What follows belongs to an exercise in optimizing a design on an open flow for small area; a production flow would make more cautious choices. At most, simulation tests tie the RTL to the original design; equivalence was not proved. No functional check of the RTL was part of runs 3 and 4. No activity file was given, so power comes from the tool's default toggle rates.

===== flow/run.sh =====
#!/bin/bash
# Standard ORFS layout with smaller port buffers and a leaner clock tree.
set -e
cat >> config.mk <<'MK'
export BUFFER_PORTS_ARGS = -buffer_cell sky130_fd_sc_hd__buf_1
export CTS_ARGS = -sink_clustering_enable -repair_clock_nets -buf_list "sky130_fd_sc_hd__clkbuf_4 sky130_fd_sc_hd__clkbuf_8" -sink_clustering_size 12 -sink_clustering_max_diameter 40 -dont_use_dummy_load
MK
bash standard.sh > standard.log 2>&1

===== standard.sh =====
#!/bin/bash
# synth_recipe.tcl (not shown) runs the flow's synth.tcl, then flattens the netlist and writes it again
# the make line also repeats each setting of config.mk as NAME=value (left out here)
make -C /OpenROAD-flow-scripts/flow DESIGN_CONFIG=/design/flow/config.mk WORK_HOME=/design/flow/orfs CLKGATE_MAP_FILE= SYNTH_SCRIPT=/design/flow/synth_recipe.tcl "${@:-finish}"

===== config.mk =====
export PLATFORM = sky130hd
export DESIGN_NAME = rs_encode_line_adapter
export DESIGN_NICKNAME = rs_encode_line_adapter
export VERILOG_FILES = /design/flow/design.v
export SDC_FILE = /design/flow/constraint.sdc
export NUM_CORES = 4
export LEC_CHECK = 0
export CAP_MARGIN = 20
export CORE_MARGIN = 2
export CORE_UTILIZATION = 75
export GPL_TIMING_DRIVEN = 0
export PLACE_DENSITY = 0.85
export SLEW_MARGIN = 20
export BUFFER_PORTS_ARGS = -buffer_cell sky130_fd_sc_hd__buf_1
export CTS_ARGS = -sink_clustering_enable -repair_clock_nets -buf_list "sky130_fd_sc_hd__clkbuf_4 sky130_fd_sc_hd__clkbuf_8" -sink_clustering_size 12 -sink_clustering_max_diameter 40 -dont_use_dummy_load

===== constraint.sdc =====
create_clock -name core_clock -period 6.0 [get_ports {clk}]
set_input_delay 1.2000 -clock core_clock [delete_from_list [all_inputs] [get_ports {clk}]]
set_output_delay 1.2000 -clock core_clock [all_outputs]
set_load 0.01 [all_outputs]

===== design.v =====
module rs_encode_line_adapter #(
    parameter int DATA_W    = 64,
    parameter int RS_K_MAX  = 223,
    parameter int NUM_PAR   = 32,
    parameter int OUT_DEPTH = 4,
    localparam int DATA_BYTES = DATA_W / 8,
    localparam int CFG_W      = $clog2(RS_K_MAX + 1),
    localparam int PARITY_W   = 8 * NUM_PAR
) (
    input  logic                clk,
    input  logic                rst_n,
    input  logic [CFG_W-1:0]    cfg_k,
    input  logic                src_line_val,
    input  logic [DATA_W-1:0]   src_line,
    output logic                src_line_rdy,
    output logic                enc_start,
    output logic                enc_sym_val,
    output logic [7:0]          enc_sym,
    input  logic                enc_par_val,
    input  logic [7:0]          enc_par,
    output logic                dst_line_val,
    output logic [DATA_W-1:0]   dst_line,
    output logic [PARITY_W-1:0] dst_parity,
    output logic                dst_last,
    input  logic                dst_line_rdy,
    output logic                busy,
    output logic [1:0]          dbg_state
);
    localparam int BI_W  = $clog2(DATA_BYTES);
    localparam int PTR_W = $clog2(OUT_DEPTH);
    localparam int CNT_W = $clog2(OUT_DEPTH + 1);
    localparam int PC_W  = $clog2(NUM_PAR);
    localparam logic [CFG_W-1:0] K_MAX = CFG_W'(RS_K_MAX);
    localparam logic [1:0] IDLE = 2'd0, SER = 2'd1, WAIT_PAR = 2'd2;
    logic [1:0]            state, state_nxt;
    logic                  blk_active;
    logic                  first_byte;
    logic                  last_line;
    logic                  init_done;
    logic [BI_W-1:0]       byte_idx;
    logic [CFG_W-1:0]      rem;
    logic [PC_W-1:0]       par_cnt;
    logic [DATA_W-1:0]     mem_line [OUT_DEPTH];
    logic [PARITY_W-1:0]   mem_par  [OUT_DEPTH];
    logic [OUT_DEPTH-1:0]  mem_last;
    logic [PTR_W-1:0]      wr_ptr, ser_ptr;
    logic [OUT_DEPTH-1:0]  rd_oh;         
    logic [CNT_W-1:0]      count;
    logic [CFG_W-1:0]      k_new, rem_in;
    logic                  next_is_last, room, line_end, ser_done;
    logic                  par_hit, par_final, accept, push, pop;
    logic [DATA_W-1:0]     held_next;
    logic [DATA_W-1:0]     ser_line;
    always_comb begin
        state_nxt = state;
        k_new     = (cfg_k == '0 || cfg_k > K_MAX) ? K_MAX : cfg_k;
        case (state)
            IDLE:    rem_in = blk_active ? rem : k_new;
            SER:     rem_in = rem - 1'b1;
            default: rem_in = rem;
        endcase
        next_is_last = (32'(rem_in) <= DATA_BYTES);
        room = next_is_last ? (count < CNT_W'(OUT_DEPTH)) : (count < CNT_W'(OUT_DEPTH - 1));
        line_end  = (state == SER) && (byte_idx == BI_W'(DATA_BYTES - 1)) && !last_line;
        ser_done  = (state == SER) && last_line && (rem == CFG_W'(1));
        src_line_rdy = init_done && room && ((state == IDLE) || line_end);
        accept    = src_line_val && src_line_rdy;
        par_hit   = (state == WAIT_PAR) && enc_par_val;
        par_final = par_hit && (par_cnt == PC_W'(NUM_PAR - 1));
        held_next = src_line;
        case (state)
            IDLE:     if (accept) state_nxt = SER;
            SER:      if (ser_done) state_nxt = WAIT_PAR;
                      else if (line_end && !accept) state_nxt = IDLE;
            WAIT_PAR: if (par_final) state_nxt = IDLE;
            default:  state_nxt = IDLE;
        endcase
    end
    always_ff @(posedge clk or negedge rst_n) begin
        if (!rst_n) state <= IDLE;
        else        state <= state_nxt;
    end
    always_ff @(posedge clk or negedge rst_n) begin
        if (!rst_n) begin
            blk_active <= 1'b0;
            first_byte <= 1'b0;
            last_line  <= 1'b0;
            init_done  <= 1'b0;
            byte_idx   <= '0;
            rem        <= '0;
            par_cnt    <= '0;
        end else begin
            init_done <= 1'b1;
            if (state == SER) begin
                byte_idx   <= byte_idx + 1'b1;
                rem        <= rem - 1'b1;
                first_byte <= 1'b0;
            end
            if (accept) begin
                byte_idx   <= '0;
                rem        <= rem_in;
                last_line  <= next_is_last;
                first_byte <= !blk_active;
                blk_active <= 1'b1;
            end
            if (par_hit) par_cnt <= par_cnt + 1'b1;
            if (par_final) blk_active <= 1'b0;
        end
    end
    always_comb begin
        push = (accept && !next_is_last) || par_final;
        pop  = dst_line_val && dst_line_rdy;
    end
    always_ff @(posedge clk or negedge rst_n) begin
        if (!rst_n) begin
            rd_oh  <= OUT_DEPTH'(1);
            wr_ptr <= '0;
            count  <= '0;
        end else begin
            if (push) wr_ptr <= (wr_ptr == PTR_W'(OUT_DEPTH - 1)) ? '0 : wr_ptr + 1'b1;
            if (pop)  rd_oh  <= {rd_oh[OUT_DEPTH-2:0], rd_oh[OUT_DEPTH-1]};
            case ({push, pop})
                2'b10:   count <= count + 1'b1;
                2'b01:   count <= count - 1'b1;
                default: count <= count;
            endcase
        end
    end
    always_ff @(posedge clk) begin
        for (int i = 0; i < OUT_DEPTH; i++) begin
            if (accept && wr_ptr == PTR_W'(i)) begin
                mem_line[i] <= held_next;
                mem_last[i] <= next_is_last;
            end
            if (par_hit && wr_ptr == PTR_W'(i))
                mem_par[i] <= PARITY_W'({mem_par[i], enc_par});
        end
    end
    assign ser_ptr  = last_line ? wr_ptr : wr_ptr - 1'b1;
    assign ser_line = mem_line[ser_ptr];
    assign dst_line_val = (count != '0);
    always_comb begin
        dst_line   = '0;
        dst_parity = '0;
        dst_last   = 1'b0;
        for (int i = 0; i < OUT_DEPTH; i++) begin
            dst_line   = dst_line   | (mem_line[i] & {DATA_W{rd_oh[i]}});
            dst_parity = dst_parity | (mem_par[i]  & {PARITY_W{rd_oh[i]}});
            dst_last   = dst_last   | (mem_last[i] & rd_oh[i]);
        end
    end
    assign enc_sym_val  = (state == SER);
    assign enc_start    = (state == SER) && first_byte;
    assign enc_sym      = ser_line[DATA_W-1-8*byte_idx -: 8];
    assign busy         = blk_active;
    assign dbg_state    = state;
endmodule

==> results of run 1 <==
[synthesized netlist by cell type, types with 4 or more instances]
cell / count
edfxtp_1: 1284
a22oi_1: 650
nand2_1: 391
clkbuf_1: 155
mux4_2: 47
nor2_1: 37
dfrtp_1: 30
a21oi_1: 25
o21ai_0: 20
a31oi_1: 17
inv_1: 17
mux2_2: 16
buf_1: 13
ha_1: 12
and2_1: 11
mux2i_1: 11
o211ai_1: 9
nor3_1: 8
o22ai_1: 8
xnor2_1: 7
buf_2: 6
xor2_1: 6
nor2b_1: 5
a221o_1: 4
a311oi_1: 4
buf_4: 4
nand2b_1: 4
nand3_1: 4
o311ai_0: 4
[layout make-up]
type	count	area share
buffer	177	0.0126
sequential	1315	0.717
tap	864	0.0197
inverter	19	0.00137
multi-input combinational	1358	0.172
timing repair buffer	446	0.0408
clock buffer	142	0.0356
antenna	17	0.000776
[flip-flops by register name, indices dropped and copies added (netlist names)]
signal      count
rd_oh           4
first_byte      1
mem_line      256
blk_active      1
mem_par      1024
wr_ptr          2
byte_idx        3
mem_last        4
count           3
par_cnt         5
state           2
last_line       1
rem             8
init_done       1
[worst paths after layout]
check / depth (start not counted) / startpoint / slack (ps) / endpoint
max: 13 / wr_ptr[0] / 110 / enc_sym[6]
min: 1 / rst_n / 190 / rem[1]
max reg2reg: 10 / rem[1] / 1670 / mem_line[0][54]
min reg2reg: 0 / mem_par[1][167] / 420 / mem_par[1][175]
max in group asynchronous: 2 / rst_n / 5350 / rd_oh[0]
min in group core_clock: 0 / mem_par[1][167] / 420 / mem_par[1][175]
[worst max-delay path, cell delays in order (launching register included)]
cell and delay, ps:
dfrtp_1 520, inv_1 110, ha_1 310, or2_2 130, and2_1 110, buf_2 410
buf_2 370, buf_1 620, a22oi_1 200, o22ai_1 240, a31oi_1 70, a21oi_1 310
a2bb2oi_1 210, buf_1 270
[report_power, final]
group          switching, uW  internal [uW]  total [uW]
logic                   2660           1460        4120
clock network           2770           2100        4880
registers                554          11200       11700
[timing repair]
action                                  CTS  global route
gates resized for setup                   8             5
setup buffers                             0             0
endpoints found under the setup margin    8             5
pin swaps                                 0             0
[through the flow]
stage,TNS (ps),hold WS (ps),util
floorplan,0,427,-
global placement,-2082220,428,0.796
detailed placement,-3080,434,0.806
CTS,0,153,0.837
global route,0,168,0.837
finish,0,189,0.837
[layer usage]
metal	track usage	share of wire
met1	0.493	0.33
met2	0.637	0.49
met3	0.113	0.12
met4	0.199	0.054
met5	0	0.00053
[placed cells by master, fill, tap and decap left out, types with 25 or more instances in the layout]
cell type and instances:
nand2_1 391, mux4_2 47, nor2_1 37, clkbuf_1 151
dfrtp_1 30, a22oi_1 650, clkbuf_8 142, edfxtp_1 1284
buf_1 430, a21oi_1 25
[cells by family after synthesis]
| logic type | share of synthesized area |
|---|---|
| simple gates | 0.0397 |
| mux | 0.0279 |
| xor+xnor | 0.00230 |
| compound gates | 0.116 |
| flops | 0.795 |
| fa+ha+maj | 0.00344 |
| buf+inv | 0.0154 |
| other cells | 0.0000758 |
==> out/qor.yml, run 1 <==
outcome: "finished clean"
htree_levels: 4
crit_fanout: 10
multi_input_area_um2: 9430
hold_viol: 0
synthFlopType: "edfxtp_1"
root_buffer: "clkbuf_8"
start_util: 0.755
grt_max_degree: 59
cp-start-kind: "register"
overflow: 0
synth_edf_count: 1284
dpl_cell_area_um2: 52800
synthCells: 2870
num_rows: 94
ios: 421
synth.area.top_cells: "edfxtp_1, a22oi_1, nand2_1"
vias_per_cell: 7.19
ys_warn_count: 3
yosysUniqueCellTypes: 72
clock_latency_ps: 810
ir_drop_uv: 284
route.detailed.drc: 0
tritoncts: "built"
gp_congestion: 0.928
hpwl_um: 90600
cp.arrival_ps: 4690
grt_pass1_vias: 31075
core_area_um2: 65500
hp-class: "primary input to async pin"
drtIter0Drc: 4684
antenna_found_initial: 21
grt_first_pass_wirelength_um: 193000
synth_area_leader_cell: "edfxtp_1"
worst_pin_slew_ps: 1050
timing.slew.headroom: 0.298
cp.required_ps: 4800
clock_path_buffers: 3
register_area_um2: 39300
yosysTopAreaCellShare: 0.779
dieWidth_um: 261
syn_area_per_cell_um2: 17.2
area_growth_pct: 10.8
cts.sinks: 1315
drt-wirelength-per-cell_um: 30.6
die_y_um: 261
fillers: 2949
final_cells: 4338
rsz0062_at_grt: "false"
setup_ws_ps: 113
total_power_uw: 20700
numCtsBuffers: 142
clk_pin_slew_ps: 80
endpoint_kind: "output port"
skew_ps: 80.0
antenna_left: 0
min_period_ps: 5890
maxCapViolations: 0
yosysSeqAreaShare: 0.795
die_area_um2: 68100
placed_cells: 4180
critPathKind: "register to output port"
grt_use_total: 0.393
ys_ff_latch: 1315
p_leak_uw: 0.0180
cts_hold_buf: 0
io_buffers: 420
vias: 31186
slew_violations: 0
post-route-period-util: 0.981
nets: 3557
finalWirelength_um: 133000
async_reset_ff_frac: 0.0236
place_ws_ps: -643
mappedNetlistNets: 2968
max_clock_freq_mhz: 170
syn-cell-area_um2: 49500
finalSetupViolations: 0
fin_area_um2: 54800
dr.pass1.iters: 7
powerDensity_nw_per_um2: 378
drive_gt1_frac: 0.0807
==> inputs of run 2 (changes only) <==
==> flow/run.sh (replaced) <==
#!/bin/bash
# Standard ORFS layout with smaller port buffers and a leaner clock tree.
set -e
cat >> config.mk <<'MK'
export BUFFER_PORTS_ARGS = -buffer_cell sky130_fd_sc_hd__buf_1
export CTS_ARGS = -sink_clustering_enable -repair_clock_nets -buf_list sky130_fd_sc_hd__clkbuf_8 -sink_clustering_size 18 -sink_clustering_max_diameter 60 -dont_use_dummy_load
MK
bash standard.sh > standard.log 2>&1
==> config.mk (replaced) <==
export PLATFORM = sky130hd
export DESIGN_NAME = rs_encode_line_adapter
export DESIGN_NICKNAME = rs_encode_line_adapter
export VERILOG_FILES = /design/flow/design.v
export SDC_FILE = /design/flow/constraint.sdc
export NUM_CORES = 4
export LEC_CHECK = 0
export CAP_MARGIN = 20
export CORE_MARGIN = 2
export CORE_UTILIZATION = 75
export PLACE_DENSITY = 0.85
export SLEW_MARGIN = 20
export BUFFER_PORTS_ARGS = -buffer_cell sky130_fd_sc_hd__buf_1
export CTS_ARGS = -sink_clustering_enable -repair_clock_nets -buf_list sky130_fd_sc_hd__clkbuf_8 -sink_clustering_size 18 -sink_clustering_max_diameter 60 -dont_use_dummy_load
==> out/qor.yml, run 2 <==
cts_setup_buffers: 0  # unchanged
outcome: "finished clean"
vias: 29250  # -6.2%
seqPwrFrac: 0.610  # +0.044
ios: 421  # unchanged
final_cell_mix: "edfxtp_1, a22oi_1, buf_1"
synth_area_leader_cell: "edfxtp_1"
overflow: 0  # unchanged
clock_path_buffers: 3  # unchanged
finalSetupViolations: 0  # unchanged
synth.area.top_cells: "edfxtp_1, a22oi_1, nand2_1"
largest_reg_flops: 1024  # unchanged
rsz0062_at_grt: "false"
hp-class: "register to register"
worst_pin_slew_ps: 1110  # +54.4 ps
finalWirelength_um: 120000  # -9.9%
mappedNetlistNets: 2968  # unchanged
yosysMostFrequentCell: "edfxtp_1"
ir_drop_uv: 392  # +38%
min_period_ps: 5590  # -301 ps
area_growth_pct: 7.86
p_sw_frac: 0.281  # -0.00786
grt_max_degree: 174  # +190%
drt-wirelength-per-cell_um: 29.0  # -5.3%
drtIter0Drc: 4668  # -0.34%
grt_first_pass_wirelength_um: 176000  # -8.8%
postCtsResizedCells: 0  # -8
maxCapViolations: 0  # unchanged
die_y_um: 261  # unchanged
start_util: 0.755  # unchanged
placed_cells: 4030  # -3.6%
crit_fanout: 39  # +29
fin_area_um2: 53400  # -2.7%
p_leak_uw: 0.0174  # -3.4%
yosysTopAreaCellShare: 0.779  # unchanged
yosysUniqueCellTypes: 72  # unchanged
total_power_uw: 19200  # -7.2%
comb_power_share: 0.194  # -0.005
cp.arrival_ps: 4390  # -300 ps
timing.slew.headroom: 0.262  # -0.0362
tritoncts: "built"
die_area_um2: 68100  # unchanged
rr_worst_depth: 8  # -2
hold_viol: 0  # unchanged
cp-endpoint: "enc_sym[5]"
critPathKind: "register to output port"
skew_ps: 81.7  # +1.68 ps
internal_power_uw: 13800  # -6.2%
dpl_cell_area_um2: 52200  # -1.2%
numCtsBuffers: 84  # -41%
htree_levels: 3  # -1
synthTopCellsByCount: "edfxtp_1, a22oi_1, nand2_1"
clock_latency_ps: 690  # -120 ps
antenna_left: 0  # unchanged
antenna_found_initial: 13  # -38%
timing.critical_path.from: "wr_ptr[0]"
slew_violations: 0  # unchanged
place_ws_ps: 1190  # +1840 ps
rr_endpoint: "mem_line[3][6]"
top_register: "mem_par"
dieWidth_um: 261  # unchanged
clk_pin_slew_ps: 110  # +30 ps
cts_hold_buf: 0  # unchanged
io_buffers: 420  # unchanged
cp-start-kind: "register"
top_regs: "mem_par: 1024 flops, mem_line: 256 flops, rem: 8 flops"
endpoint_kind: "output port"
setup_ws_ps: 414  # +301 ps
whs_path_depth: 0
grt_use_total: 0.349  # -0.0445
synthFlopType: "edfxtp_1"
p_clk_frac: 0.196  # -0.039
max_clock_freq_mhz: 179  # +5.4%
synth_edf_count: 1284  # unchanged
final_cells: 4126  # -4.9%
gp_congestion: 0.965  # +4.0%
layout_commonest_cell: "edfxtp_1"
post-route-period-util: 0.931  # -0.0502
switchingPower_uw: 5400  # -9.8%
dr.pass1.iters: 6  # -1
core_area_um2: 65500  # unchanged
drive_gt1_frac: 0.0723  # -0.00840
cp.required_ps: 4800  # about the same
ys_ff_latch: 1315  # unchanged
yosysSeqAreaShare: 0.795  # unchanged
route.detailed.drc: 0  # unchanged
fillers: 3260  # +11%
async_reset_ff_frac: 0.0236  # unchanged
nets: 3350  # -5.8%
tns_ps: 0  # unchanged
reg2reg_slack_ps: 1060  # -610 ps
vias_per_cell: 7.09  # -1.4%
grt_pass1_vias: 28534  # -8.2%
root_buffer: "clkbuf_8"
hpwl_um: 75300  # -17%
cts.sinks: 1315  # unchanged
syn-cell-area_um2: 49500  # unchanged
ys_warn_count: 3  # unchanged
powerDensity_nw_per_um2: 360  # -4.7%
syn_area_per_cell_um2: 17.2  # unchanged
regToRegStartpoint: "state[0]"
num_rows: 94  # unchanged
synthCells: 2870  # unchanged
## run 2: layout make-up
type / count / area, um2 / share of cell area
Sequential cell: 1315 / 39300 / 0.737
Multi-Input combinational cell: 1358 / 9430 / 0.177
Timing Repair Buffer: 474 / 2260 / 0.0423
Clock buffer: 84 / 1160 / 0.0217
Tap cell: 864 / 1080 / 0.0203
Inverter: 19 / 73.8 / 0.00138
Antenna cell: 12 / 30.0 / 0.000563
## run 2: through the flow
stage                      util  hold WS, ps
after detailed placement  0.797          433
after CTS                 0.814          400
after global routing      0.815          416
after floorplan               -          427
final                     0.815          400
after global placement    0.797          428
## run 2: kinds of logic after synthesis
family	after synthesis	synth area share
mux	76	0.0279
compound gates	773	0.116
other cells	1	0.0000758
flops	1315	0.795
simple gates	482	0.0397
fa+ha+maj	13	0.00344
xor+xnor	13	0.00230
buf+inv	197	0.0154
## run 2: critical path, stage by stage (launching register included)
cell and delay [ps]:
dfrtp_1 610, inv_1 150, ha_1 320, or2_2 120, and2_2 400, buf_4 520, nand2_1 360, nand2b_1 230
a211oi_1 60, o21ai_0 360, a32o_1 330, buf_1 200
## run 2: power groups by stage
stage | clock, uW | combinational [uW] | sequential, uW
2_1_floorplan | 0 | 2490 | 11800
3_3_place_gp | 0 | 3570 | 11800
3_5_place_dp | 0 | 3650 | 11900
4_1_cts | 3790 | 3670 | 11700
5_1_grt | 4060 | 3940 | 11800
6_report | 3770 | 3720 | 11700
## run 2: worst min-delay path by stage
stage | from | to | slack [ps]
after floorplan | mem_par[1][92] | mem_par[1][100] | 430
after global placement | mem_par[3][20] | mem_par[3][28] | 430
after detailed placement | mem_par[1][203] | mem_par[1][211] | 430
after CTS | mem_par[1][199] | mem_par[1][207] | 400
after global routing | mem_par[1][199] | mem_par[1][207] | 420
final | mem_par[1][175] | mem_par[1][183] | 400
## run 2: routing by layer
metal  part of all wire  GRT usage  up-vias
li1                   -          -    12257
met1               0.35      0.476    14612
met2               0.50      0.564     2059
met3               0.11     0.0710      318
met4              0.043      0.141        4
met5            0.00022          0        -
==> inputs of run 3 (changes only) <==
--- a/design.v
+++ b/design.v
@@ -29,7 +29,6 @@
     localparam int BI_W  = $clog2(DATA_BYTES);
     localparam int PTR_W = $clog2(OUT_DEPTH);
     localparam int CNT_W = $clog2(OUT_DEPTH + 1);
-    localparam int PC_W  = $clog2(NUM_PAR);
     localparam logic [CFG_W-1:0] K_MAX = CFG_W'(RS_K_MAX);
     localparam logic [1:0] IDLE = 2'd0, SER = 2'd1, WAIT_PAR = 2'd2;
     logic [1:0]            state, state_nxt;
@@ -39,7 +38,6 @@
     logic                  init_done;
     logic [BI_W-1:0]       byte_idx;
     logic [CFG_W-1:0]      rem;
-    logic [PC_W-1:0]       par_cnt;
     logic [DATA_W-1:0]     mem_line [OUT_DEPTH];
     logic [PARITY_W-1:0]   mem_par  [OUT_DEPTH];
     logic [OUT_DEPTH-1:0]  mem_last;
@@ -66,7 +64,7 @@
         src_line_rdy = init_done && room && ((state == IDLE) || line_end);
         accept    = src_line_val && src_line_rdy;
         par_hit   = (state == WAIT_PAR) && enc_par_val;
-        par_final = par_hit && (par_cnt == PC_W'(NUM_PAR - 1));
+        par_final = par_hit && (rem == CFG_W'(-(NUM_PAR - 1)));
         held_next = src_line;
         case (state)
             IDLE:     if (accept) state_nxt = SER;
@@ -83,28 +81,24 @@
     always_ff @(posedge clk or negedge rst_n) begin
         if (!rst_n) begin
             blk_active <= 1'b0;
-            first_byte <= 1'b0;
-            last_line  <= 1'b0;
             init_done  <= 1'b0;
-            byte_idx   <= '0;
-            rem        <= '0;
-            par_cnt    <= '0;
         end else begin
             init_done <= 1'b1;
-            if (state == SER) begin
-                byte_idx   <= byte_idx + 1'b1;
-                rem        <= rem - 1'b1;
-                first_byte <= 1'b0;
-            end
-            if (accept) begin
-                byte_idx   <= '0;
-                rem        <= rem_in;
-                last_line  <= next_is_last;
-                first_byte <= !blk_active;
-                blk_active <= 1'b1;
-            end
-            if (par_hit) par_cnt <= par_cnt + 1'b1;
+            if (accept) blk_active <= 1'b1;
             if (par_final) blk_active <= 1'b0;
+        end
+    end
+    always_ff @(posedge clk) begin
+        if (state == SER || par_hit) rem <= rem - 1'b1;
+        if (state == SER) begin
+            byte_idx   <= byte_idx + 1'b1;
+            first_byte <= 1'b0;
+        end
+        if (accept) begin
+            byte_idx   <= '0;
+            rem        <= rem_in;
+            last_line  <= next_is_last;
+            first_byte <= !blk_active;
         end
     end
     always_comb begin
==> out/qor.yml, run 3 <==
endpoint_kind: "output port"
drive_gt1_frac: 0.0680  # -0.00428
io_buffers: 420  # unchanged
synth.area.top_cells: "edfxtp_1, a22oi_1, nand2_1"
area_growth_pct: 7.87  # about the same
ios: 421  # unchanged
critPathKind: "register to output port"
num_rows: 93  # -1.1%
drtIter0Drc: 4170  # -11%
grt_use_total: 0.347  # -0.00178
yosysMostFrequentCell: "edfxtp_1"
clk_pin_slew_ps: 100  # about the same
root_buffer: "clkbuf_8"
final_cell_mix: "edfxtp_1, a22oi_1, buf_1"
cp.required_ps: 4800  # about the same
synthCells: 2817  # -1.8%
layout_commonest_cell: "edfxtp_1"
cp.arrival_ps: 4130  # -260 ps
yosysSeqAreaShare: 0.798  # +0.00326
slew_violations: 0  # unchanged
ys_warn_count: 3  # unchanged
ys_ff_latch: 1310  # -0.38%
synth_edf_count: 1294  # +0.78%
antenna_left: 0  # unchanged
yosysUniqueCellTypes: 64  # -11%
tritoncts: "built"
die_y_um: 260  # -0.31%
postCtsResizedCells: 0  # unchanged
place_ws_ps: 1300  # +112 ps
hp-class: "register to register"
syn-cell-area_um2: 49200  # -0.64%
cp-start-kind: "register"
htree_levels: 3  # unchanged
setup_ws_ps: 670  # +256 ps
powerDensity_nw_per_um2: 329  # -8.7%
dr.pass1.iters: 6  # unchanged
route.detailed.drc: 0  # unchanged
maxCapViolations: 0  # unchanged
max_clock_freq_mhz: 188  # +4.8%
synth_area_leader_cell: "edfxtp_1"
rsz0062_at_grt: "false"
placed_cells: 3957  # -1.8%
timing.slew.headroom: 0.252  # -0.00963
cts_setup_buffers: 0  # unchanged
final_cells: 4061  # -1.6%
cpPeakStageDelay_ps: 600  # about the same
fillers: 3094  # -5.1%
top_register: "mem_par"
cpLargestDelayFamily: "simple AND/OR/NAND/NOR gates"
worst_pin_slew_ps: 1120  # +14.4 ps
finalWirelength_um: 119000  # -0.98%
core_area_um2: 64600  # -1.4%
grt_max_degree: 137  # -21%
grt_pass1_vias: 28444  # -0.32%
largest_reg_flops: 1024  # unchanged
numCtsBuffers: 85  # +1.2%
post-route-period-util: 0.888  # -0.0427
p_leak_uw: 0.0172  # -1.3%
yosysTopAreaCellShare: 0.790  # +0.0111
grt_first_pass_wirelength_um: 174000  # -1.3%
vias_per_cell: 7.09  # about the same
critPathBufInv: 2  # -1
syn_area_per_cell_um2: 17.5  # +1.2%
ir_drop_uv: 243  # -38%
antenna_found_initial: 16  # +3
reg2reg_slack_ps: 2050  # +990 ps
cts.sinks: 1310  # -0.38%
hold_viol: 0  # unchanged
postLayoutCoreUtil: 0.821  # +0.00654
synthTopCellsByCount: "edfxtp_1, a22oi_1, nand2_1"
dieWidth_um: 260  # -0.31%
crit_fanout: 22  # -44%
synthFlopType: "edfxtp_1"
hpwl_um: 75000  # -0.35%
cp_slowest_cell: "dfrtp_1"
tns_ps: 0  # unchanged
die_area_um2: 67600  # -0.63%
clock_path_buffers: 3  # unchanged
skew_ps: 67.6  # -14.1 ps
vias: 28798  # -1.5%
nets: 3288  # -1.9%
drt-wirelength-per-cell_um: 29.2  # +0.61%
finalSetupViolations: 0  # unchanged
outcome: "finished clean"
mappedNetlistNets: 2913  # -1.9%
gp_congestion: 0.925  # -4.2%
async_reset_ff_frac: 0.00992  # -0.0137
overflow: 0  # unchanged
start_util: 0.761  # +0.00599
top_regs: "mem_par: 1024 flops, mem_line: 256 flops, rem: 8 flops"
clock_latency_ps: 700  # about the same
cts_hold_buf: 0  # unchanged
min_period_ps: 5330  # -256 ps
path_cells: "inv_1 -> ha_1 -> nor2_1 -> or2_2 -> nand2_1 -> a311oi_1 -> o311ai_0 -> a211oi_1 -> o22a_1 -> buf_1"
[run 3: cell types whose count changed after synthesis, sizes merged, moves of 8 or more]
cell    delta
nor2      -19
o22ai      -8
o21ai      -9
nand3     +15
edfxtp    +10
dfrtp     -18
mux2      -10
nand2     -11
a22oi     +11
o211ai     -8
[run 3: worst reg2reg max path, cell delays in order (launching register included)]
cell,delay (ps)
dfrtp_1,650
nand2b_4,310
inv_2,180
a221oi_1,320
o21ai_1,170
o31ai_2,390
nand4_2,260
a31oi_2,360
and2_2,610
buf_12,370
[run 3: cell families after synthesis]
kind of cell,Yosys count,synth area share
compound gates,752,0.113
buf+inv,199,0.0165
other cells,1,0.0000763
fa+ha+maj,11,0.00295
simple gates,462,0.0391
mux,70,0.0279
xor+xnor,12,0.00214
flops,1310,0.798
[run 3: cell type report]
class | count | area (um2) | share of cell area
timing repair buffer | 467 | 2260 | 0.0426
antenna | 16 | 40.0 | 0.000755
multi-input combinational | 1308 | 9170 | 0.173
inverter | 20 | 75.1 | 0.00142
sequential | 1310 | 39300 | 0.740
clock buffer | 85 | 1170 | 0.0221
tap | 855 | 1070 | 0.0202
[run 3: path summary, 6_finish.rpt]
kind,from,endpoint,cells past startpoint
setup / recovery,wr_ptr[0],enc_sym[5],10
hold / removal,mem_par[3][1],mem_par[3][9],0
setup reg to reg,state[1],mem_line[0][59],9
hold reg to reg,mem_par[3][1],mem_par[3][9],0
max in group asynchronous,rst_n,rd_oh[3],1
min in group asynchronous,rst_n,wr_ptr[0],1
[run 3: stage by stage]
step           hold WS [ps]  instance area, um2  power (uW)
2_1_floorplan           427               49200       12900
3_3_place_gp            428               51800       13700
3_5_place_dp            433               51800       13800
4_1_cts                 434               52900       17400
5_1_grt                 440               53000       18000
6_report                426               53000       17500
[run 3: metal layers]
layer | vias to the layer above | part of all wire | GRT usage
li1 | 12070 | - | -
met1 | 14387 | 0.34 | 0.455
met2 | 2023 | 0.50 | 0.568
met3 | 314 | 0.11 | 0.0749
met4 | 4 | 0.051 | 0.160
met5 | - | 0.00023 | 0
[run 3: report_power, final]
part / leakage [uW] / internal [uW] / switching, uW / total [uW]
clock: 0.000611 / 1280 / 2510 / 3790
combinational: 0.00474 / 1030 / 1640 / 2670
sequential: 0.0118 / 10600 / 377 / 11000
total: 0.0172 / 12900 / 4530 / 17500
==> inputs of run 4 (changes only) <==
--- a/design.v
+++ b/design.v
@@ -29,6 +29,7 @@
     localparam int BI_W  = $clog2(DATA_BYTES);
     localparam int PTR_W = $clog2(OUT_DEPTH);
     localparam int CNT_W = $clog2(OUT_DEPTH + 1);
+    localparam int PC_W  = $clog2(NUM_PAR);
     localparam logic [CFG_W-1:0] K_MAX = CFG_W'(RS_K_MAX);
     localparam logic [1:0] IDLE = 2'd0, SER = 2'd1, WAIT_PAR = 2'd2;
     logic [1:0]            state, state_nxt;
@@ -38,6 +39,7 @@
     logic                  init_done;
     logic [BI_W-1:0]       byte_idx;
     logic [CFG_W-1:0]      rem;
+    logic [PC_W-1:0]       par_cnt;
     logic [DATA_W-1:0]     mem_line [OUT_DEPTH];
     logic [PARITY_W-1:0]   mem_par  [OUT_DEPTH];
     logic [OUT_DEPTH-1:0]  mem_last;
@@ -64,7 +66,7 @@
         src_line_rdy = init_done && room && ((state == IDLE) || line_end);
         accept    = src_line_val && src_line_rdy;
         par_hit   = (state == WAIT_PAR) && enc_par_val;
-        par_final = par_hit && (rem == CFG_W'(-(NUM_PAR - 1)));
+        par_final = par_hit && (par_cnt == PC_W'(NUM_PAR - 1));
         held_next = src_line;
         case (state)
             IDLE:     if (accept) state_nxt = SER;
@@ -82,16 +84,18 @@
         if (!rst_n) begin
             blk_active <= 1'b0;
             init_done  <= 1'b0;
+            par_cnt    <= '0;
         end else begin
             init_done <= 1'b1;
             if (accept) blk_active <= 1'b1;
+            if (par_hit) par_cnt <= par_cnt + 1'b1;
             if (par_final) blk_active <= 1'b0;
         end
     end
     always_ff @(posedge clk) begin
-        if (state == SER || par_hit) rem <= rem - 1'b1;
         if (state == SER) begin
             byte_idx   <= byte_idx + 1'b1;
+            rem        <= rem - 1'b1;
             first_byte <= 1'b0;
         end
         if (accept) begin
==> flow/run.sh (replaced) <==
#!/bin/bash
# Standard ORFS layout with smaller port buffers and a leaner clock tree.
set -e
cat >> config.mk <<'MK'
export BUFFER_PORTS_ARGS = -buffer_cell sky130_fd_sc_hd__buf_1
export CTS_ARGS = -sink_clustering_enable -repair_clock_nets -buf_list sky130_fd_sc_hd__clkbuf_8 -sink_clustering_size 16 -sink_clustering_max_diameter 50 -dont_use_dummy_load
MK
bash standard.sh > standard.log 2>&1
==> config.mk (replaced) <==
export PLATFORM = sky130hd
export DESIGN_NAME = rs_encode_line_adapter
export DESIGN_NICKNAME = rs_encode_line_adapter
export VERILOG_FILES = /design/flow/design.v
export SDC_FILE = /design/flow/constraint.sdc
export NUM_CORES = 4
export LEC_CHECK = 0
export CAP_MARGIN = 20
export CORE_MARGIN = 2
export CORE_UTILIZATION = 65
export PLACE_DENSITY = 0.75
export SLEW_MARGIN = 20
export BUFFER_PORTS_ARGS = -buffer_cell sky130_fd_sc_hd__buf_1
export CTS_ARGS = -sink_clustering_enable -repair_clock_nets -buf_list sky130_fd_sc_hd__clkbuf_8 -sink_clustering_size 16 -sink_clustering_max_diameter 50 -dont_use_dummy_load
==> out/qor.yml, run 4 <==
synth_area_leader_cell: "edfxtp_1"
clock_latency_ps: 740  # +40 ps
cp-start-kind: "register"
start_util: 0.655  # -0.106
syn-cell-area_um2: 49600  # +0.90%
area_growth_pct: 8.54
dieWidth_um: 280  # +7.8%
mappedNetlistNets: 2958  # +1.5%
yosysMostFrequentCell: "edfxtp_1"
total_power_uw: 17200  # -1.4%
dr.pass1.iters: 6  # unchanged
hp-class: "register to register"
min_period_ps: 5530  # +203 ps
io_buffers: 420  # unchanged
tritoncts: "built"
yosysUniqueCellTypes: 75  # +17%
drive_gt1_frac: 0.0753  # +0.00727
tns_ps: 0  # unchanged
gp_congestion: 0.881  # -4.7%
drt-wirelength-per-cell_um: 27.6  # -5.6%
cts.sinks: 1315  # +0.38%
htree_levels: 3  # unchanged
yosysSeqAreaShare: 0.793  # -0.00460
grt_use_total: 0.295  # -0.0519
endpoint_kind: "output port"
min-delay-start: "mem_par[1][96]"
critPathKind: "register to output port"
final_cell_mix: "edfxtp_1, a22oi_1, buf_1"
p_leak_uw: 0.0175  # +2.1%
largest_reg_flops: 1024  # unchanged
antenna_left: 0  # unchanged
powerDensity_nw_per_um2: 320  # -2.8%
antenna_found_initial: 13  # -3
regToRegStartpoint: "byte_idx[0]"
grt_pass1_vias: 28360  # -0.30%
synthCells: 2860  # +1.5%
hold_viol: 0  # unchanged
cp.required_ps: 4800  # about the same
ys_warn_count: 3  # unchanged
overflow: 0  # unchanged
nets: 3354  # +2.0%
ys_ff_latch: 1315  # +0.38%
top_register: "mem_par"
core_area_um2: 75700  # +17%
worst_pin_slew_ps: 1120  # -5.51 ps
cts_setup_buffers: 0  # unchanged
synth.area.top_cells: "edfxtp_1, a22oi_1, nand2_1"
max_clock_freq_mhz: 181  # -3.7%
post-route-period-util: 0.922  # +0.0338
postCtsResizedCells: 0  # unchanged
route.detailed.drc: 0  # unchanged
top_regs: "mem_par: 1024 flops, mem_line: 256 flops, rem: 8 flops"
vias: 28332  # -1.6%
hpwl_um: 72600  # -3.2%
layout_commonest_cell: "edfxtp_1"
finalSetupViolations: 0  # unchanged
yosysTopAreaCellShare: 0.783  # -0.00705
ios: 421  # unchanged
clk_pin_slew_ps: 90  # about the same
grt_first_pass_wirelength_um: 174000  # +0.18%
die_y_um: 280  # +7.8%
outcome: "finished clean"
postLayoutCoreUtil: 0.711  # -0.110
root_buffer: "clkbuf_8"
synth_edf_count: 1294  # unchanged
cts_hold_buf: 0  # unchanged
placed_cells: 4122  # +4.2%
cp.arrival_ps: 4330  # +200 ps
rsz0062_at_grt: "false"
async_reset_ff_frac: 0.0137  # +0.00376
drtIter0Drc: 2994  # -28%
final_cells: 4244  # +4.5%
num_rows: 101  # +8.6%
syn_area_per_cell_um2: 17.3  # -0.62%
crit_fanout: 31  # +41%
maxCapViolations: 0  # unchanged
grt_max_degree: 137  # unchanged
synthFlopType: "edfxtp_1"
skew_ps: 95.1  # +27.5 ps
slew_violations: 0  # unchanged
ir_drop_uv: 254  # +4.3%
finalWirelength_um: 117000  # -1.3%
vias_per_cell: 6.68  # -5.9%
timing.critical_path.from: "wr_ptr[0]"
numCtsBuffers: 110  # +29%
timing.slew.headroom: 0.256  # +0.00367
die_area_um2: 78600  # +16%
clock_path_buffers: 3  # unchanged
synthTopCellsByCount: "edfxtp_1, a22oi_1, nand2_1"
==> run 4: layout make-up <==
type | count | area [um2]
diodes | 12 | 30.0
clock buffers | 110 | 1510
fillers | 4814 | 21800
inverters | 26 | 97.6
multi-input cells | 1337 | 9470
flip-flops and latches | 1315 | 39400
well taps | 978 | 1220
repair buffers | 466 | 2130
==> run 4: worst max-delay path, stage by stage (launching register included) <==
cell      delay, ps
dfrtp_1         560
inv_1           120
ha_1            320
nor2_1          180
nor2_4          910
buf_4           390
mux4_2          530
nor2_1          110
a211oi_1         60
o31ai_1         270
buf_1           200
==> run 4: cells by family (layout without fill, tap and decap cells) <==
group                      Yosys count  count (layout)  synth area share
AOI/OAI and AO/OA                  755             755             0.115
xor gates and xnor gates            16              16           0.00320
adders and majority gates           13              13           0.00343
buffers and inverters              208             602            0.0167
DFF                               1315            1315             0.793
muxes                               84              84            0.0293
other                                1              13         0.0000756
and+or+nand+nor                    468             468            0.0389
==> run 4: final timing paths <==
path                       cells after the start  slack [ps]         endpoint
min                                            0         400  mem_par[1][104]
min in group asynchronous                      2         470         count[1]
max in group asynchronous                      2        5270         rd_oh[0]
min reg2reg                                    0         400  mem_par[1][104]
max                                           10         470       enc_sym[7]
max reg2reg                                    9        1980  mem_line[1][23]
==> run 4: stage by stage <==
stage               hold slack [ps]  instance area, um2  setup WS (ps)
floorplan                       427               49600            117
global placement                428               52300           1250
detailed placement              433               52300           1160
CTS                             392               53800            430
global route                    405               53800            247
finish                          400               53900            467
==> run 4: layer usage <==
layer,up-vias,track usage,part of all wire
li1,12258,-,-
met1,14340,0.397,0.37
met2,1493,0.476,0.49
met3,233,0.0639,0.093
met4,8,0.121,0.041
met5,-,0,0.00039
==> run 4: report_power, final <==
| part | switching, uW | internal, uW |
|---|---|---|
| Combinational | 1580 | 1080 |
| Sequential | 180 | 10100 |
| Clock | 2600 | 1630 |
==> inputs of run 5 (changes only) <==
--- a/design.v
+++ b/design.v
@@ -29,7 +29,6 @@
     localparam int BI_W  = $clog2(DATA_BYTES);
     localparam int PTR_W = $clog2(OUT_DEPTH);
     localparam int CNT_W = $clog2(OUT_DEPTH + 1);
-    localparam int PC_W  = $clog2(NUM_PAR);
     localparam logic [CFG_W-1:0] K_MAX = CFG_W'(RS_K_MAX);
     localparam logic [1:0] IDLE = 2'd0, SER = 2'd1, WAIT_PAR = 2'd2;
     logic [1:0]            state, state_nxt;
@@ -39,11 +38,10 @@
     logic                  init_done;
     logic [BI_W-1:0]       byte_idx;
     logic [CFG_W-1:0]      rem;
-    logic [PC_W-1:0]       par_cnt;
     logic [DATA_W-1:0]     mem_line [OUT_DEPTH];
     logic [PARITY_W-1:0]   mem_par  [OUT_DEPTH];
     logic [OUT_DEPTH-1:0]  mem_last;
-    logic [PTR_W-1:0]      wr_ptr, ser_ptr;
+    logic [OUT_DEPTH-1:0]  wr_oh, ser_oh;
     logic [OUT_DEPTH-1:0]  rd_oh;         
     logic [CNT_W-1:0]      count;
     logic [CFG_W-1:0]      k_new, rem_in;
@@ -66,7 +64,7 @@
         src_line_rdy = init_done && room && ((state == IDLE) || line_end);
         accept    = src_line_val && src_line_rdy;
         par_hit   = (state == WAIT_PAR) && enc_par_val;
-        par_final = par_hit && (par_cnt == PC_W'(NUM_PAR - 1));
+        par_final = par_hit && (rem == CFG_W'(-(NUM_PAR - 1)));
         held_next = src_line;
         case (state)
             IDLE:     if (accept) state_nxt = SER;
@@ -84,18 +82,16 @@
         if (!rst_n) begin
             blk_active <= 1'b0;
             init_done  <= 1'b0;
-            par_cnt    <= '0;
         end else begin
             init_done <= 1'b1;
             if (accept) blk_active <= 1'b1;
-            if (par_hit) par_cnt <= par_cnt + 1'b1;
             if (par_final) blk_active <= 1'b0;
         end
     end
     always_ff @(posedge clk) begin
+        if (state == SER || par_hit) rem <= rem - 1'b1;
         if (state == SER) begin
             byte_idx   <= byte_idx + 1'b1;
-            rem        <= rem - 1'b1;
             first_byte <= 1'b0;
         end
         if (accept) begin
@@ -112,10 +108,10 @@
     always_ff @(posedge clk or negedge rst_n) begin
         if (!rst_n) begin
             rd_oh  <= OUT_DEPTH'(1);
-            wr_ptr <= '0;
+            wr_oh  <= OUT_DEPTH'(1);
             count  <= '0;
         end else begin
-            if (push) wr_ptr <= (wr_ptr == PTR_W'(OUT_DEPTH - 1)) ? '0 : wr_ptr + 1'b1;
+            if (push) wr_oh  <= {wr_oh[OUT_DEPTH-2:0], wr_oh[OUT_DEPTH-1]};
             if (pop)  rd_oh  <= {rd_oh[OUT_DEPTH-2:0], rd_oh[OUT_DEPTH-1]};
             case ({push, pop})
                 2'b10:   count <= count + 1'b1;
@@ -126,16 +122,20 @@
     end
     always_ff @(posedge clk) begin
         for (int i = 0; i < OUT_DEPTH; i++) begin
-            if (accept && wr_ptr == PTR_W'(i)) begin
+            if (accept && wr_oh[i]) begin
                 mem_line[i] <= held_next;
                 mem_last[i] <= next_is_last;
             end
-            if (par_hit && wr_ptr == PTR_W'(i))
+            if (par_hit && wr_oh[i])
                 mem_par[i] <= PARITY_W'({mem_par[i], enc_par});
         end
     end
-    assign ser_ptr  = last_line ? wr_ptr : wr_ptr - 1'b1;
-    assign ser_line = mem_line[ser_ptr];
+    assign ser_oh = last_line ? wr_oh : {wr_oh[0], wr_oh[OUT_DEPTH-1:1]};
+    always_comb begin
+        ser_line = '0;
+        for (int i = 0; i < OUT_DEPTH; i++)
+            ser_line = ser_line | (mem_line[i] & {DATA_W{ser_oh[i]}});
+    end
     assign dst_line_val = (count != '0);
     always_comb begin
         dst_line   = '0;
--- a/config.mk
+++ b/config.mk
@@ -7,8 +7,8 @@
 export LEC_CHECK = 0
 export CAP_MARGIN = 20
 export CORE_MARGIN = 2
-export CORE_UTILIZATION = 65
-export PLACE_DENSITY = 0.75
+export CORE_UTILIZATION = 80
+export PLACE_DENSITY = 0.88
 export SLEW_MARGIN = 20
 export BUFFER_PORTS_ARGS = -buffer_cell sky130_fd_sc_hd__buf_1
 export CTS_ARGS = -sink_clustering_enable -repair_clock_nets -buf_list sky130_fd_sc_hd__clkbuf_8 -sink_clustering_size 16 -sink_clustering_max_diameter 50 -dont_use_dummy_load
==> out/qor.yml, run 5 <==
seqPwrFrac: 0.674  # +0.074
io_buffers: 420  # unchanged
root_buffer: "clkbuf_8"
reg2reg_slack_ps: 1920  # -60 ps
grt_use_total: 0.401  # +0.106
ir_drop_uv: 335  # +32%
htree_levels: 3  # unchanged
p_sw_frac: 0.280  # +0.0270
finalWirelength_um: 127000  # +8.3%
skew_ps: 103  # +8.27 ps
tns_ps: 0  # unchanged
hpwl_um: 74700  # +2.8%
hold_viol: 0  # unchanged
die_y_um: 251  # -11%
clk_pin_slew_ps: 90  # about the same
rr_worst_depth: 10  # +1
antenna_left: 0  # unchanged
met1_length_um: 40100  # -8.2%
rr_endpoint: "rem[1]"
min-delay-start: "mem_par[3][139]"
core_area_um2: 60200  # -20%
vias_per_cell: 7.52  # +13%
post-route-period-util: 0.850  # -0.0724
hold_end: "mem_par[3][147]"
vias: 30192  # +6.6%
critPathKind: "register to output port"
yosysSeqAreaShare: 0.806  # +0.0127
yosysMostFrequentCell: "edfxtp_1"
ios: 421  # unchanged
grt_max_degree: 120  # -12%
top_register: "mem_par"
dieWidth_um: 251  # -11%
cp.arrival_ps: 3900  # -430 ps
yosysTopAreaCellShare: 0.797  # +0.0141
final_cells: 4013  # -5.4%
cp-start-kind: "register"
antenna_found_initial: 22  # +9
num_rows: 90  # -11%
register_area_um2: 39300  # -0.19%
drtIter0Drc: 5437  # +82%
cp.required_ps: 4800  # about the same
drive_gt1_frac: 0.0560  # -0.0193
clock_latency_ps: 750  # about the same
numCtsBuffers: 103  # -6.4%
grt_first_pass_wirelength_um: 186000  # +6.8%
synthFlopType: "edfxtp_1"
clock_path_buffers: 3  # unchanged
die_area_um2: 62900  # -20%
synth_area_leader_cell: "edfxtp_1"
dr.pass1.iters: 7  # +1
powerDensity_nw_per_um2: 392  # +23%
syn-cell-area_um2: 48700  # -1.8%
worst_pin_slew_ps: 1120  # +5.78 ps
layout_commonest_cell: "edfxtp_1"
synth_edf_count: 1294  # unchanged
overflow: 0  # unchanged
ys_ff_latch: 1312  # -0.23%
multi_input_area_um2: 8680  # -8.3%
whs_path_depth: 0  # unchanged
internal_power_uw: 14800  # +15%
fillers: 2222  # -54%
met3WireLength_um: 17300  # +59%
hp-class: "register to register"
synthCells: 2843  # -0.59%
async_reset_ff_frac: 0.0114  # -0.00226
min_period_ps: 5100  # -434 ps
p_leak_uw: 0.0173  # -1.2%
postLayoutCoreUtil: 0.873  # +0.161
cts.sinks: 1312  # -0.23%
slew_violations: 0  # unchanged
mappedNetlistNets: 2935  # -0.78%
syn_area_per_cell_um2: 17.1  # -1.2%
area_growth_pct: 7.87
yosysUniqueCellTypes: 66  # -12%
max_clock_freq_mhz: 196  # +8.5%
final_cell_mix: "edfxtp_1, a22oi_1, buf_1"
comb_power_share: 0.126  # -0.029
cts_setup_buffers: 0  # unchanged
placed_cells: 3893  # -5.6%
tritoncts: "built"
synthTopCellsByCount: "edfxtp_1, a22oi_1, nand2_1"
start_util: 0.809  # +0.154
route.detailed.drc: 0  # unchanged
cts_hold_buf: 0  # unchanged
timing.slew.headroom: 0.252  # -0.00385
postCtsResizedCells: 0  # unchanged
maxCapViolations: 0  # unchanged
finalSetupViolations: 0  # unchanged
outcome: "finished clean"
top_regs: "mem_par: 1024 flops, mem_line: 256 flops, rem: 8 flops"
regToRegStartpoint: "state[1]"
crit_fanout: 40  # +29%
endpoint_kind: "output port"
grt_pass1_vias: 29442  # +3.8%
drt-wirelength-per-cell_um: 31.6  # +15%
gp_congestion: 0.914  # +3.8%
wl_met2_um: 62500  # +8.6%
switchingPower_uw: 5770  # +32%
synth.area.top_cells: "edfxtp_1, a22oi_1, nand2_1"
nets: 3308  # -1.4%
largest_reg_flops: 1024  # unchanged
p_clk_frac: 0.200  # -0.046
top_layer_used: "met5"
ys_warn_count: 3  # unchanged
rsz0062_at_grt: "false"
## run 5: cell count changes after synthesis, moves of 9 or more
cell      previous run  this run
a222oi_1             0        14
a221oi_1             5        33
mux4_2              47         1
nor2_1              32        15
a21oi_1             15        24
a22o_1               0        34
buf_1                9        22
a22oi_1            647       678
mux2i_1             26        10
nand2_1            374       359
## run 5: cell type report
cell class              instances  share of cell area
well taps                     782              0.0186
repair buffers                457              0.0393
inverters                      21             0.00155
multi-input cells            1321               0.165
clock buffers                 103              0.0270
diodes                         17            0.000809
flip-flops and latches       1312               0.748
## run 5: power by group through the flow
stage | Sequential (uW) | Combinational, uW | Clock [uW]
2_1_floorplan | 13600 | 1570 | 0
3_3_place_gp | 13700 | 2530 | 0
3_5_place_dp | 13900 | 2540 | 0
4_1_cts | 13800 | 2550 | 4110
5_1_grt | 14000 | 2720 | 4380
6_report | 13900 | 2590 | 4130
## run 5: worst max-delay path, stage by stage, from the launching register on
cell,delay (ps)
edfxtp_1,520
mux2_2,960
buf_4,470
a22o_1,200
a221oi_1,50
mux4_2,480
nor2_1,100
a21oi_1,50
o22ai_1,170
buf_1,170
## run 5: kinds of logic after synthesis
group,count (synthesis),synth area share
compound gates,853,0.133
xor+xnor,9,0.00162
flops,1312,0.806
simple gates,432,0.0362
fa+ha+maj,7,0.00195
mux,19,0.00436
buf+inv,210,0.0167
other cells,1,0.0000769
## run 5: metal layers
metal / track usage / vias to the layer above
li1: - / 12236
met5: 0 / -
met4: 0.186 / 16
met2: 0.650 / 2847
met3: 0.101 / 454
met1: 0.525 / 14639
## run 5: worst max path at each step
stage / from / end / slack [ps] / cells after the start
2_1_floorplan: cfg_k[6] / mem_last[0] / 20 / 8
3_3_place_gp: cfg_k[6] / mem_line[1][40] / 1670 / 9
3_5_place_dp: cfg_k[6] / mem_line[3][56] / 1620 / 9
4_1_cts: last_line / enc_sym[0] / 970 / 9
5_1_grt: last_line / enc_sym[0] / 800 / 9
6_report: last_line / enc_sym[0] / 900 / 9
## run 5: per-stage QoR
stage | setup WS, ps | cell area (um2) | power, uW | hold WS (ps)
floorplan | 19.2 | 48700 | 15200 | 427
global placement | 1670 | 51100 | 16200 | 428
detailed placement | 1620 | 51100 | 16500 | 434
CTS | 969 | 52500 | 20500 | 407
global route | 803 | 52600 | 21100 | 412
finish | 902 | 52600 | 20600 | 407
==> inputs of run 6 (changes only) <==
--- a/config.mk
+++ b/config.mk
@@ -7,8 +7,8 @@
 export LEC_CHECK = 0
 export CAP_MARGIN = 20
 export CORE_MARGIN = 2
-export CORE_UTILIZATION = 80
-export PLACE_DENSITY = 0.88
+export CORE_UTILIZATION = 75
+export PLACE_DENSITY = 0.85
 export SLEW_MARGIN = 20
 export BUFFER_PORTS_ARGS = -buffer_cell sky130_fd_sc_hd__buf_1
 export CTS_ARGS = -sink_clustering_enable -repair_clock_nets -buf_list sky130_fd_sc_hd__clkbuf_8 -sink_clustering_size 16 -sink_clustering_max_diameter 50 -dont_use_dummy_load
==> out/qor.yml, run 6 <==
clock_latency_ps: 760  # about the same
io_buffers: 420  # unchanged
drt-wirelength-per-cell_um: 30.1  # -4.6%
numCtsBuffers: 101  # -1.9%
synth.area.top_cells: "edfxtp_1, a22oi_1, nand2_1"
synthCells: 2843  # unchanged
grt_max_degree: 114  # -5.0%
slew_violations: 0  # unchanged
finalSetupViolations: 0  # unchanged
outcome: "finished clean"
postCtsResizedCells: 0  # unchanged
grt_use_total: 0.366  # -0.0349
antenna_left: 0  # unchanged
synthFlopType: "edfxtp_1"
tns_ps: 0  # unchanged
core_area_um2: 64300  # +6.8%
nets: 3310  # +0.060%
die_y_um: 259  # +3.2%
yosysUniqueCellTypes: 66  # unchanged
timing.slew.headroom: 0.275  # +0.0226
critPathBufInv: 2  # unchanged
layout_commonest_cell: "edfxtp_1"
htree_levels: 3  # unchanged
route.detailed.drc: 0  # unchanged
syn-cell-area_um2: 48700  # unchanged
postLayoutCoreUtil: 0.820  # -0.0528
path_cells: "mux2_2 -> buf_4 -> a22o_1 -> a221oi_1 -> o22ai_1 -> a311oi_1 -> o32ai_1 -> buf_1"
critPathKind: "register to output port"
grt_pass1_vias: 28912  # -1.8%
synthTopCellsByCount: "edfxtp_1, a22oi_1, nand2_1"
syn_area_per_cell_um2: 17.1  # unchanged
hpwl_um: 76000  # +1.8%
seqPwrFrac: 0.675  # about the same
antenna_found_initial: 19  # -14%
worst_pin_slew_ps: 1090  # -33.9 ps
hp-class: "register to register"
hold_viol: 0  # unchanged
vias_per_cell: 7.25  # -3.6%
cts_hold_buf: 0  # unchanged
tritoncts: "built"
vias: 29683  # -1.7%
clock_path_buffers: 3  # unchanged
dieWidth_um: 259  # +3.2%
cpLargestDelayFamily: "compound AO/OA/AOI/OAI gates"
die_area_um2: 67000  # +6.6%
yosysMostFrequentCell: "edfxtp_1"
clk_pin_slew_ps: 90  # about the same
largest_reg_flops: 1024  # unchanged
finalWirelength_um: 123000  # -2.7%
cpPeakStageDelay_ps: 810  # -150 ps
multi_input_area_um2: 8680  # unchanged
total_power_uw: 20400  # -0.89%
ys_warn_count: 3  # unchanged
area_growth_pct: 8.25
max_clock_freq_mhz: 200  # +2.0%
synth_edf_count: 1294  # unchanged
crit_fanout: 33  # -18%
powerDensity_nw_per_um2: 387  # -1.2%
overflow: 0  # unchanged
cp_slowest_cell: "mux2_2"
skew_ps: 95.7  # -7.65 ps
cp.arrival_ps: 3800  # -100 ps
final_cell_mix: "edfxtp_1, a22oi_1, buf_1"
min_period_ps: 5000  # -101 ps
drtIter0Drc: 4828  # -11%
start_util: 0.757  # -0.0516
yosysSeqAreaShare: 0.806  # unchanged
ys_ff_latch: 1312  # unchanged
ios: 421  # unchanged
fillers: 3017  # +36%
cp-start-kind: "register"
comb_power_share: 0.125  # about the same
dr.pass1.iters: 7  # unchanged
switchingPower_uw: 5610  # -2.7%
register_area_um2: 39300  # unchanged
endpoint_kind: "output port"
top_regs: "mem_par: 1024 flops, mem_line: 256 flops, rem: 8 flops"
drive_gt1_frac: 0.0566  # +0.000587
rsz0062_at_grt: "false"
ir_drop_uv: 330  # -1.5%
async_reset_ff_frac: 0.0114  # unchanged
synth_area_leader_cell: "edfxtp_1"
mappedNetlistNets: 2935  # unchanged
cts_setup_buffers: 0  # unchanged
gp_congestion: 0.902  # -1.4%
p_leak_uw: 0.0174  # +0.14%
root_buffer: "clkbuf_8"
yosysTopAreaCellShare: 0.797  # unchanged
num_rows: 93  # +3.3%
p_clk_frac: 0.200  # about the same
maxCapViolations: 0  # unchanged
grt_first_pass_wirelength_um: 182000  # -2.4%
internal_power_uw: 14800  # -0.18%
top_register: "mem_par"
cts.sinks: 1312  # unchanged
cp.required_ps: 4800  # about the same
p_sw_frac: 0.275  # -0.00512
post-route-period-util: 0.833  # -0.0169
==> run 6: cell families (layout without fill, tap and decap cells) <==
family          after synthesis  after routing  synth area share
fa+ha+maj                     7              7           0.00195
simple gates                432            432            0.0362
mux                          19             19           0.00436
buf+inv                     210            583            0.0167
other cells                   1             23         0.0000769
xor+xnor                      9              9           0.00162
flops                      1312           1312             0.806
compound gates              853            853             0.133
==> run 6: power by group through the flow <==
| stage | registers, uW | logic (uW) | clock network [uW] |
|---|---|---|---|
| after floorplan | 13600 | 1570 | 0 |
| after global placement | 13700 | 2480 | 0 |
| after detailed placement | 13900 | 2530 | 0 |
| after CTS | 13700 | 2530 | 4080 |
| after global routing | 13900 | 2710 | 4350 |
| final | 13800 | 2550 | 4080 |
==> run 6: metrics by stage <==
step	std cells	setup WS (ps)	hold slack, ps	cell area (um2)
after floorplan	2843	19.2	427	48700
after global placement	3970	1530	428	51300
after detailed placement	3970	1520	433	51300
after CTS	4071	1080	405	52700
after global routing	4085	939	425	52700
final	4093	1000	409	52800
==> run 6: layout make-up <==
class                           instances  area share
Sequential cell                      1312       0.745
Multi-Input combinational cell       1321       0.165
Timing Repair Buffer                  461      0.0412
Clock buffer                          101      0.0263
Tap cell                              855      0.0203
Inverter                               21     0.00154
Antenna cell                           22     0.00104
==> run 6: worst paths after layout <==
check | from | end | slack [ps] | depth (start not counted)
max in group asynchronous | rst_n | rd_oh[1] | 4810 | 1
max reg2reg | rem[0] | mem_line[0][11] | 1800 | 11
max | last_line | enc_sym[2] | 1000 | 8
min | mem_par[1][155] | mem_par[1][163] | 410 | 0
min in group asynchronous | rst_n | wr_oh[2] | 560 | 1
min reg2reg | mem_par[1][155] | mem_par[1][163] | 410 | 0
==> run 6: routing by layer <==
metal  global-route usage  routed length, um
met2                0.598              61600
met4                0.142               5320
met1                0.496              41700
met5                    0                 20
met3               0.0780              14600
==> inputs of run 7 (changes only) <==
--- a/design.v
+++ b/design.v
@@ -39,7 +39,13 @@
     logic [BI_W-1:0]       byte_idx;
     logic [CFG_W-1:0]      rem;
     logic [DATA_W-1:0]     mem_line [OUT_DEPTH];
-    logic [PARITY_W-1:0]   mem_par  [OUT_DEPTH];
+    localparam int NQ = OUT_DEPTH - 1;
+    logic [PARITY_W-1:0]   par_q [NQ];    
+    logic [PARITY_W-1:0]   par_head;      
+    logic [NQ-1:0]         qw_oh, qr_oh;  
+    logic [2:0]            n_par;         
+    logic                  pop_last, head_from_q, head_from_col;
+    logic [PARITY_W-1:0]   q_head;
     logic [OUT_DEPTH-1:0]  mem_last;
     logic [OUT_DEPTH-1:0]  wr_oh, ser_oh;
     logic [OUT_DEPTH-1:0]  rd_oh;         
@@ -126,8 +132,39 @@
                 mem_line[i] <= held_next;
                 mem_last[i] <= next_is_last;
             end
-            if (par_hit && wr_oh[i])
-                mem_par[i] <= PARITY_W'({mem_par[i], enc_par});
+        end
+    end
+    always_comb begin
+        pop_last      = pop && dst_last;
+        head_from_q   = pop_last && (n_par >= 3'd2);
+        head_from_col = par_final && ((n_par == 3'd0) || (n_par == 3'd1 && pop_last));
+        q_head        = '0;
+        for (int i = 0; i < NQ; i++)
+            q_head = q_head | (par_q[i] & {PARITY_W{qr_oh[i]}});
+    end
+    always_ff @(posedge clk) begin
+        for (int i = 0; i < NQ; i++) begin
+            if (par_hit && !par_final && qw_oh[i])
+                par_q[i][PARITY_W-9:0] <= {par_q[i][PARITY_W-17:0], enc_par};
+            if (par_final && qw_oh[i])
+                par_q[i][PARITY_W-1 -: 8] <= enc_par;
+        end
+        if (head_from_q || head_from_col)
+            par_head <= {q_head[PARITY_W-9:0], head_from_q ? q_head[PARITY_W-1 -: 8] : enc_par};
+    end
+    always_ff @(posedge clk or negedge rst_n) begin
+        if (!rst_n) begin
+            qw_oh <= NQ'(1);
+            qr_oh <= NQ'(1);
+            n_par <= '0;
+        end else begin
+            if (par_final && !head_from_col) qw_oh <= {qw_oh[NQ-2:0], qw_oh[NQ-1]};
+            if (head_from_q)                 qr_oh <= {qr_oh[NQ-2:0], qr_oh[NQ-1]};
+            case ({par_final, pop_last})
+                2'b10:   n_par <= n_par + 1'b1;
+                2'b01:   n_par <= n_par - 1'b1;
+                default: n_par <= n_par;
+            endcase
         end
     end
     assign ser_oh = last_line ? wr_oh : {wr_oh[0], wr_oh[OUT_DEPTH-1:1]};
@@ -137,13 +174,12 @@
             ser_line = ser_line | (mem_line[i] & {DATA_W{ser_oh[i]}});
     end
     assign dst_line_val = (count != '0);
+    assign dst_parity   = par_head;
     always_comb begin
         dst_line   = '0;
-        dst_parity = '0;
         dst_last   = 1'b0;
         for (int i = 0; i < OUT_DEPTH; i++) begin
             dst_line   = dst_line   | (mem_line[i] & {DATA_W{rd_oh[i]}});
-            dst_parity = dst_parity | (mem_par[i]  & {PARITY_W{rd_oh[i]}});
             dst_last   = dst_last   | (mem_last[i] & rd_oh[i]);
         end
     end
==> out/qor.yml, run 7 <==
total_power_uw: 15500  # -24%
timing.slew.headroom: 0.252  # -0.0231
dieWidth_um: 257  # -0.74%
muxShareOfSynthArea: 0.00946  # +0.00510
area_growth_pct: 8.26  # about the same
finalWirelength_um: 108000  # -13%
synth_edf_count: 1294  # unchanged
synthFlopType: "edfxtp_1"
clock_path_buffers: 3  # unchanged
async_reset_ff_frac: 0.0182  # +0.00674
cp_slowest_cell: "mux2_2"
antenna_left: 0  # unchanged
route.detailed.drc: 0  # unchanged
ys_ff_latch: 1321  # +0.69%
vias: 27044  # -8.9%
dpl_cell_area_um2: 50500  # -1.5%
vias_per_cell: 7.02  # -3.2%
hpwl_um: 65500  # -14%
post-route-period-util: 0.884  # +0.0508
antenna_found_initial: 11  # -8
ir_drop_uv: 247  # -25%
postLayoutCoreUtil: 0.822  # +0.00258
reg2reg_slack_ps: 1510  # -290 ps
drt-wirelength-per-cell_um: 27.9  # -7.4%
ios: 421  # unchanged
cp.required_ps: 4800  # about the same
max_clock_freq_mhz: 189  # -5.8%
grt_pass1_vias: 26421  # -8.6%
min_period_ps: 5300  # +305 ps
skew_ps: 76.8  # -18.9 ps
gp_congestion: 0.867  # -3.9%
hp-class: "register to register"
finalSetupViolations: 0  # unchanged
start_util: 0.760  # +0.00225
largest_reg_flops: 768  # -25%
crit_fanout: 40  # +21%
tritoncts: "built"
nets: 3099  # -6.4%
grt_max_degree: 187  # +64%
die_y_um: 257  # -0.74%
yosysUniqueCellTypes: 70  # +6.1%
clk_pin_slew_ps: 90  # about the same
hold_viol: 0  # unchanged
syn-cell-area_um2: 48000  # -1.5%
rr_worst_depth: 10  # -1
root_buffer: "clkbuf_8"
outcome: "finished clean"
tns_ps: 0  # unchanged
rsz0062_at_grt: "false"
top_regs: "par_q: 768 flops, mem_line: 256 flops, par_head: 256 flops"
whs_ps: 414  # +5.75 ps
synth_top_family_by_area: "compound AO/OA/AOI/OAI gates"
syn_area_per_cell_um2: 18.5  # +7.9%
mappedNetlistNets: 2693  # -8.2%
top_register: "par_q"
core_area_um2: 63200  # -1.8%
powerDensity_nw_per_um2: 297  # -23%
drtIter0Drc: 5028  # +4.1%
slew_violations: 0  # unchanged
synthCells: 2595  # -8.7%
cp.arrival_ps: 4100  # +300 ps
whs_path_depth: 0  # unchanged
clock_latency_ps: 750  # about the same
postCtsResizedCells: 0  # unchanged
die_area_um2: 66100  # -1.5%
final_cell_mix: "edfxtp_1, buf_1, inv_1"
synth.area.top_cells: "edfxtp_1, a222oi_1, a22oi_1"
synth_area_leader_cell: "edfxtp_1"
htree_levels: 3  # unchanged
synth_compound_area_frac: 0.109  # -0.0234
cts_hold_buf: 0  # unchanged
cpPeakStageDelay_ps: 940  # +130 ps
layout_commonest_cell: "edfxtp_1"
endpoint_kind: "output port"
worst_pin_slew_ps: 1120  # +34.7 ps
synthXorXnorAreaFrac: 0.00237  # +0.000754
synth-simple-area-share: 0.0180  # -0.0182
overflow: 0  # unchanged
drive_gt1_frac: 0.0654  # +0.00876
ys_warn_count: 3  # unchanged
fillers: 2910  # -3.5%
io_buffers: 420  # unchanged
num_rows: 92  # -1.1%
grt_use_total: 0.322  # -0.0440
p_leak_uw: 0.0185  # +6.8%
yosysTopAreaCellShare: 0.809  # +0.0121
cts.sinks: 1321  # +0.69%
critPathKind: "register to output port"
maxCapViolations: 0  # unchanged
numCtsBuffers: 104  # +3.0%
yosysMostFrequentCell: "edfxtp_1"
fin_area_um2: 52000  # -1.5%
cp-start-kind: "register"
yosysSeqAreaShare: 0.823  # +0.0170
synthAdderAreaFrac: 0.00354  # +0.00159
grt_first_pass_wirelength_um: 160000  # -12%
path_cells: "mux2_2 -> buf_4 -> a22o_1 -> a221oi_1 -> mux4_2 -> a211o_1 -> o21ai_0 -> buf_1"
cts_setup_buffers: 0  # unchanged
dr.pass1.iters: 8  # +1
synthTopCellsByCount: "edfxtp_1, inv_1, a222oi_1"
run 7: cell types whose count changed after synthesis, sizes merged, moves of 12 or more:
cell / delta
a22oi: -501
nor2: +12
clkbuf: -41
nand2: -266
a222oi: +242
a221oi: +14
nand3: -12
inv: +247
run 7: kinds of logic (layout without fill, tap and decap cells):
group / count (synthesis) / in the layout
DFF: 1321 / 1321
AOI/OAI and AO/OA: 604 / 604
buffers and inverters: 426 / 830
and+or+nand+nor: 184 / 184
muxes: 33 / 33
adders and majority gates: 13 / 13
xor gates and xnor gates: 13 / 13
other: 1 / 9
run 7: worst paths after layout:
path	start	to
max in group asynchronous	rst_n	qw_oh[0]
worst max-delay path	last_line	enc_sym[7]
worst min register to register	par_q[2][47]	par_q[2][55]
min in group asynchronous	rst_n	wr_oh[2]
worst max register to register	state[1]	mem_line[3][10]
worst min-delay path	par_q[2][47]	par_q[2][55]
run 7: layout make-up:
type	count	area, um2	area share
diodes	8	20.0	0.000385
clock buffers	104	1430	0.0275
inverters	267	1000	0.0193
multi-input cells	848	6880	0.132
flip-flops and latches	1321	39500	0.761
well taps	846	1060	0.0204
repair buffers	459	2040	0.0393
run 7: where the power goes:
group | leakage [uW] | switching [uW] | internal [uW]
logic | 0.00527 | 742 | 407
clock network | 0.000748 | 2560 | 1540
registers | 0.0125 | 114 | 10100
total | 0.0185 | 3420 | 12000
run 7: worst max-delay path: cells and delay by family (launching register included):
family,cells,cell delay [ps]
AO/OA/AOI/OAI,4,700
buffers and inverters,2,630
flip-flops,1,520
multiplexers,2,1500
run 7: through the flow:
stage	setup slack (ps)	cells
after floorplan	502	2595
after global placement	1350	3741
after detailed placement	1260	3741
after CTS	696	3845
after global routing	575	3851
final	698	3853
run 7: routing by layer:
layer	GRT usage	up-vias	routed length (um)	share of wire
li1	-	11353	-	-
met1	0.452	13413	38100	0.35
met2	0.517	2037	53000	0.49
met3	0.0676	233	12300	0.11
met4	0.112	8	4110	0.038
met5	0	-	49	0.00046

-- static timing again, ports no longer ideal --
Ports are ideal in the flow. The routed layouts listed here were re-timed in OpenROAD. Step 1 sets driving cells, clkbuf_16 on the clock port and buf_2 on the other inputs (assumed; they add their load-dependent delay and slew). Step 2 also shifts input and output timing later by t, the mid clock arrival at the registers, as if the neighbouring blocks saw the same clock. Three values: no drivers, after step 1, after step 2; two values: the first two.
run	shift t [ns]	setup slack, ns
run 1	0.836	0.113 / 0.048 / 0.884
run 2	0.730	0.414 / 0.350 / 1.060
run 3	0.745	0.670 / 0.607 / 1.352
run 4	0.763	0.467 / 0.403 / 1.166
run 5	0.762	0.902 / 0.837 / 1.528
run 6	0.773	1.003 / 0.940 / 1.416
run 7	0.775	0.698 / 0.631 / 1.265
After both steps setup and hold are still met in every run listed.
